Source: an optimization exercise on an open RTL-to-GDS flow (aim: small area, a short achievable clock period and few clock cycles per item). Production flows keep margins and buffers that such runs may drop.
In this exercise RTL edits were held to simulation tests only and were not proved equivalent to the original.
Power is estimated from default activity; no workload was simulated.

==> flow/design.v <==
module dmem_responder #(
    parameter int unsigned DEPTH   = 64,
    parameter int unsigned ADDR_W  = 32,
    parameter int unsigned LATENCY = 2
) (
    input  logic              clk,
    input  logic              rst,
    input  logic              req_valid,
    output logic              req_ready,
    input  logic              req_we,
    input  logic [ADDR_W-1:0] req_addr,
    input  logic [2:0]        req_funct3,
    input  logic [31:0]       req_wdata,
    output logic              rsp_valid,
    input  logic              rsp_ready,
    output logic [31:0]       rsp_rdata,
    output logic              rsp_err,
    output logic              busy
);
    localparam int unsigned IDX_W = $clog2(DEPTH);
    logic [31:0] mem [DEPTH];
    logic unused_c;
    assign unused_c = ^{req_addr[ADDR_W-1:IDX_W+2]};
    logic [IDX_W-1:0] idx;
    logic [1:0]       off;
    logic [2:0]       f3;
    assign idx = req_addr[IDX_W+1:2];
    assign off = req_addr[1:0];
    assign f3  = req_funct3;
    logic err;
    assign err = (f3[1:0] == 2'b11) || (f3 == 3'b110) || (req_we && f3[2]) ||
                 (f3[1:0] == 2'b01 && off[0]) || (f3[1:0] == 2'b10 && off != 2'b00);
    logic acc;
    assign acc = req_valid && req_ready;
    logic [3:0]  st_be;
    logic [31:0] st_wd;
    always_comb begin
        case (f3[1:0])
            2'b00: begin
                st_be = 4'b0001 << off;
                st_wd = {4{req_wdata[7:0]}};
            end
            2'b01: begin
                st_be = off[1] ? 4'b1100 : 4'b0011;
                st_wd = {2{req_wdata[15:0]}};
            end
            default: begin
                st_be = 4'b1111;
                st_wd = req_wdata;
            end
        endcase
    end
    logic do_st;
    assign do_st = acc && req_we && !err && rst;    
    always_ff @(posedge clk) begin
        for (int w = 0; w < DEPTH; w++) begin
            for (int b = 0; b < 4; b++) begin
                if (do_st && idx == IDX_W'(w) && st_be[b]) mem[w][8*b +: 8] <= st_wd[8*b +: 8];
            end
        end
    end
    localparam int unsigned NC = 4;
    logic [31:0] rd_l1 [DEPTH/4];
    logic [31:0] rd_c  [NC];
    always_comb begin
        for (int g = 0; g < DEPTH/4; g++) begin
            case (idx[1:0])
                2'd0:    rd_l1[g] = mem[4*g];
                2'd1:    rd_l1[g] = mem[4*g+1];
                2'd2:    rd_l1[g] = mem[4*g+2];
                default: rd_l1[g] = mem[4*g+3];
            endcase
        end
        for (int c = 0; c < NC; c++) begin
            case (idx[3:2])
                2'd0:    rd_c[c] = rd_l1[4*c];
                2'd1:    rd_c[c] = rd_l1[4*c+1];
                2'd2:    rd_c[c] = rd_l1[4*c+2];
                default: rd_c[c] = rd_l1[4*c+3];
            endcase
        end
    end
    logic       ld;
    logic [NC-1:0] hs;                               
    logic [3:0] lane0;
    logic [1:0] lane1;
    logic [3:0] sgl;
    logic [4*NC-1:0] n_b0, n_sg;
    logic [2*NC-1:0] n_b1;
    logic [NC-1:0]   n_wd;
    logic       n_x1, n_x2;
    always_comb begin
        ld    = !req_we && !err;
        hs    = NC'(1) << idx[5:4];
        lane0 = 4'd0;
        lane1 = 2'd0;
        sgl   = 4'd0;
        n_x1  = 1'b0;
        n_x2  = 1'b0;
        case (f3[1:0])
            2'b00: begin                             
                lane0 = 4'b0001 << off;
                if (!f3[2]) begin
                    sgl  = 4'b0001 << off;
                    n_x1 = 1'b1;
                    n_x2 = 1'b1;
                end
            end
            2'b01: begin                             
                lane0 = off[1] ? 4'b0100 : 4'b0001;
                lane1 = off[1] ? 2'b10 : 2'b01;
                if (!f3[2]) begin
                    sgl  = off[1] ? 4'b1000 : 4'b0010;
                    n_x2 = 1'b1;
                end
            end
            default: begin                           
                lane0 = 4'b0001;
                lane1 = 2'b01;
            end
        endcase
        if (!ld) begin
            lane0 = 4'd0;
            lane1 = 2'd0;
            sgl   = 4'd0;
        end
        for (int c = 0; c < NC; c++) begin
            n_b0[4*c +: 4] = hs[c] ? lane0 : 4'd0;
            n_b1[2*c +: 2] = hs[c] ? lane1 : 2'd0;
            n_sg[4*c +: 4] = hs[c] ? sgl : 4'd0;
            n_wd[c]        = hs[c] && ld && f3[1:0] == 2'b10;
        end
    end
    logic        s1_v, s1_err;
    logic [31:0]     s1_c [NC];
    logic [4*NC-1:0] s1_b0, s1_sg;
    logic [2*NC-1:0] s1_b1;
    logic [NC-1:0]   s1_wd;
    logic        s1_x1, s1_x2;
    always_ff @(posedge clk) begin
        for (int c = 0; c < NC; c++) s1_c[c] <= rd_c[c];
        s1_err  <= err;
        s1_b0   <= n_b0;
        s1_b1   <= n_b1;
        s1_sg   <= n_sg;
        s1_wd   <= n_wd;
        s1_x1   <= n_x1 && ld;
        s1_x2   <= n_x2 && ld;
    end
    logic        sign;
    logic [31:0] ext;
    always_comb begin
        sign = 1'b0;
        ext  = 32'd0;
        for (int c = 0; c < NC; c++) begin
            for (int l = 0; l < 4; l++) begin
                sign      = sign | (s1_sg[4*c+l] & s1_c[c][8*l+7]);
                ext[7:0]  = ext[7:0] | (s1_c[c][8*l +: 8] & {8{s1_b0[4*c+l]}});
            end
            ext[15:8]  = ext[15:8] | (s1_c[c][15:8] & {8{s1_b1[2*c]}})
                                   | (s1_c[c][31:24] & {8{s1_b1[2*c+1]}});
            ext[31:16] = ext[31:16] | (s1_c[c][31:16] & {16{s1_wd[c]}});
        end
        ext[15:8]  = ext[15:8]  | {8{sign & s1_x1}};
        ext[31:16] = ext[31:16] | {16{sign & s1_x2}};
    end
    logic        v0, v1, v2;
    logic [31:0] q1_data, q2_data;
    logic        q1_err, q2_err;
    logic        take;
    assign take = v0 && rsp_ready;
    logic [1:0] k, k_next;
    always_comb begin
        k      = 2'(v0) + 2'(v1) + 2'(v2);
        k_next = k - 2'(take) + 2'(s1_v);
    end
    always_ff @(posedge clk) begin
        if (!rst) begin
            s1_v      <= 1'b0;
            v0        <= 1'b0;
            v1        <= 1'b0;
            v2        <= 1'b0;
            req_ready <= 1'b0;
            busy      <= 1'b0;
        end else begin
            s1_v      <= acc;
            v0        <= k_next >= 2'd1;
            v1        <= k_next >= 2'd2;
            v2        <= k_next == 2'd3;
            req_ready <= (3'(k_next) + 3'(acc)) <= 3'd2;
            busy      <= (k_next != 2'd0) || acc;
        end
    end
    assign rsp_valid = v0;
    always_ff @(posedge clk) begin
        if (!v0 || take) begin
            rsp_rdata <= v1 ? q1_data : ext;
            rsp_err   <= v1 ? q1_err  : s1_err;
        end
        if (take) begin
            q1_data <= v2 ? q2_data : ext;
            q1_err  <= v2 ? q2_err  : s1_err;
        end else if (!v1) begin
            q1_data <= ext;
            q1_err  <= s1_err;
        end
        if (!v2 || take) begin
            q2_data <= ext;
            q2_err  <= s1_err;
        end
    end
endmodule
make LEC_CHECK=0 CAP_MARGIN=10 CORE_MARGIN=2 CORE_UTILIZATION=65 CTS_CLUSTER_DIAMETER=80 CTS_CLUSTER_SIZE=30 SETUP_SLACK_MARGIN=2.6 SLEW_MARGIN=10 finish   # period 5.0 ns
run.sh (not shown) runs the stock make flow with config.mk's settings and CLKGATE_MAP_FILE= SYNTH_SCRIPT=/design/flow/synth_recipe.tcl, a recipe that flattens the netlist after the stock synthesis.
Testbench counts at the start, summed over its fixed seeds: cycles 4,816, items 4,800.
Change:
Settings changed: CAP_MARGIN 10 to 20, SETUP_SLACK_MARGIN 2.6 to 2.7, SLEW_MARGIN 10 to 20.
=>
- maximum frequency increases by 3.2%
- final cell count went up by 0.38%
- final area increases by 0.71%
- global-route usage went up by 0.63 points
- register-to-register slack improves by 0.16 ns
- core utilization climbs by 0.53 points
- die area is unchanged
Change:
Settings changed: SETUP_SLACK_MARGIN 2.7 to 2.85.
After rerunning: Cell area goes up by about 2%; clock-buffer cell count is unchanged; sequential power stays flat; synthesized cell count is unchanged.
Change:
Settings changed: SETUP_SLACK_MARGIN 2.85 to 3.0.
Wire length is higher by 7.6%.
Final area is higher by 4.3%.
Worst setup slack stays flat.
Hold slack is about the same.
Final cell count is higher by 2.7%.
Core utilization is higher by 3.3 points.
Synthesized area stays the same.
Total power is higher by 0.99%.
Die area stays the same.
Global-route usage is higher by 2.2 points.
Change:
Settings changed: PLACE_DENSITY set to 0.75, SETUP_SLACK_MARGIN 3.0 to 2.6.
Outcome: The changed run went through all stages and came out clean; via count came out lower by a few percent; total power drops by a few percent; wire length goes down by roughly a tenth; clock skew hardly moves; critical path depth fell by 5; cell area drops by a little under a tenth; non-clock buffer count decreases by 272.
Change:
Settings changed: PLACE_DENSITY 0.75 to not set, SETUP_SLACK_MARGIN 2.6 to 2.8.
Result:
- The changed run completed with no timing, DRC or antenna violations
- synthesized cell count stays the same
- non-clock buffer count increases by 82
- setup slack improves by 0.21 ns
- sequential power hardly moves
- register-to-register slack improves by 0.17 ns
- utilization grows by 2.4 points
- global-route usage climbs by 1.8 points
- cell count climbs by about 1.5%
- clock power barely changes
- design area rises by 3.3%

afterwards: timing with drivers on the ports:
No port has a modelled driver above. Below, the same layouts with a new extraction and two added sets of constraints.
Step 1, drivers: a clkbuf_16 drives clk and a buf_2 each remaining input, both assumed.
Step 2 adds t to the input delays and takes it off the output delays; t is the mean of the earliest and latest rising clock arrival at the registers after step 1. Input paths then give back, and output paths get back, about the clock's delay inside the block.
a / b / c = ideal ports / drivers / drivers and shift; a / b = the first two.
run	t, ns	setup WS [ns]	hold slack, ns	worst register clock-pin slew, ns	cell pins on the clock port's net
the first run	0.833	2.490 / 2.377 / 1.544	0.470 / 0.470 / 0.470	0.12 / 0.12	1
the second run	0.832	2.568 / 2.516 / 1.684	0.472 / 0.472 / 0.472	0.12 / 0.12	1
the third run	0.847	2.675 / 2.547 / 1.700	0.469 / 0.469 / 0.469	0.12 / 0.12	1
the fourth run	0.851	2.672 / 2.592 / 1.750	0.467 / 0.460 / 0.467	0.12 / 0.12	1
the fifth run	0.836	2.476 / 2.414 / 1.578	0.478 / 0.478 / 0.478	0.12 / 0.12	1
the sixth run	0.839	2.689 / 2.528 / 1.689	0.473 / 0.473 / 0.473	0.12 / 0.12	1
After both steps every run listed still meets setup and hold. For the sixth run, which loses most, drivers alone change the setup slack by -0.161 ns; drivers and shift together by -1.000 ns.
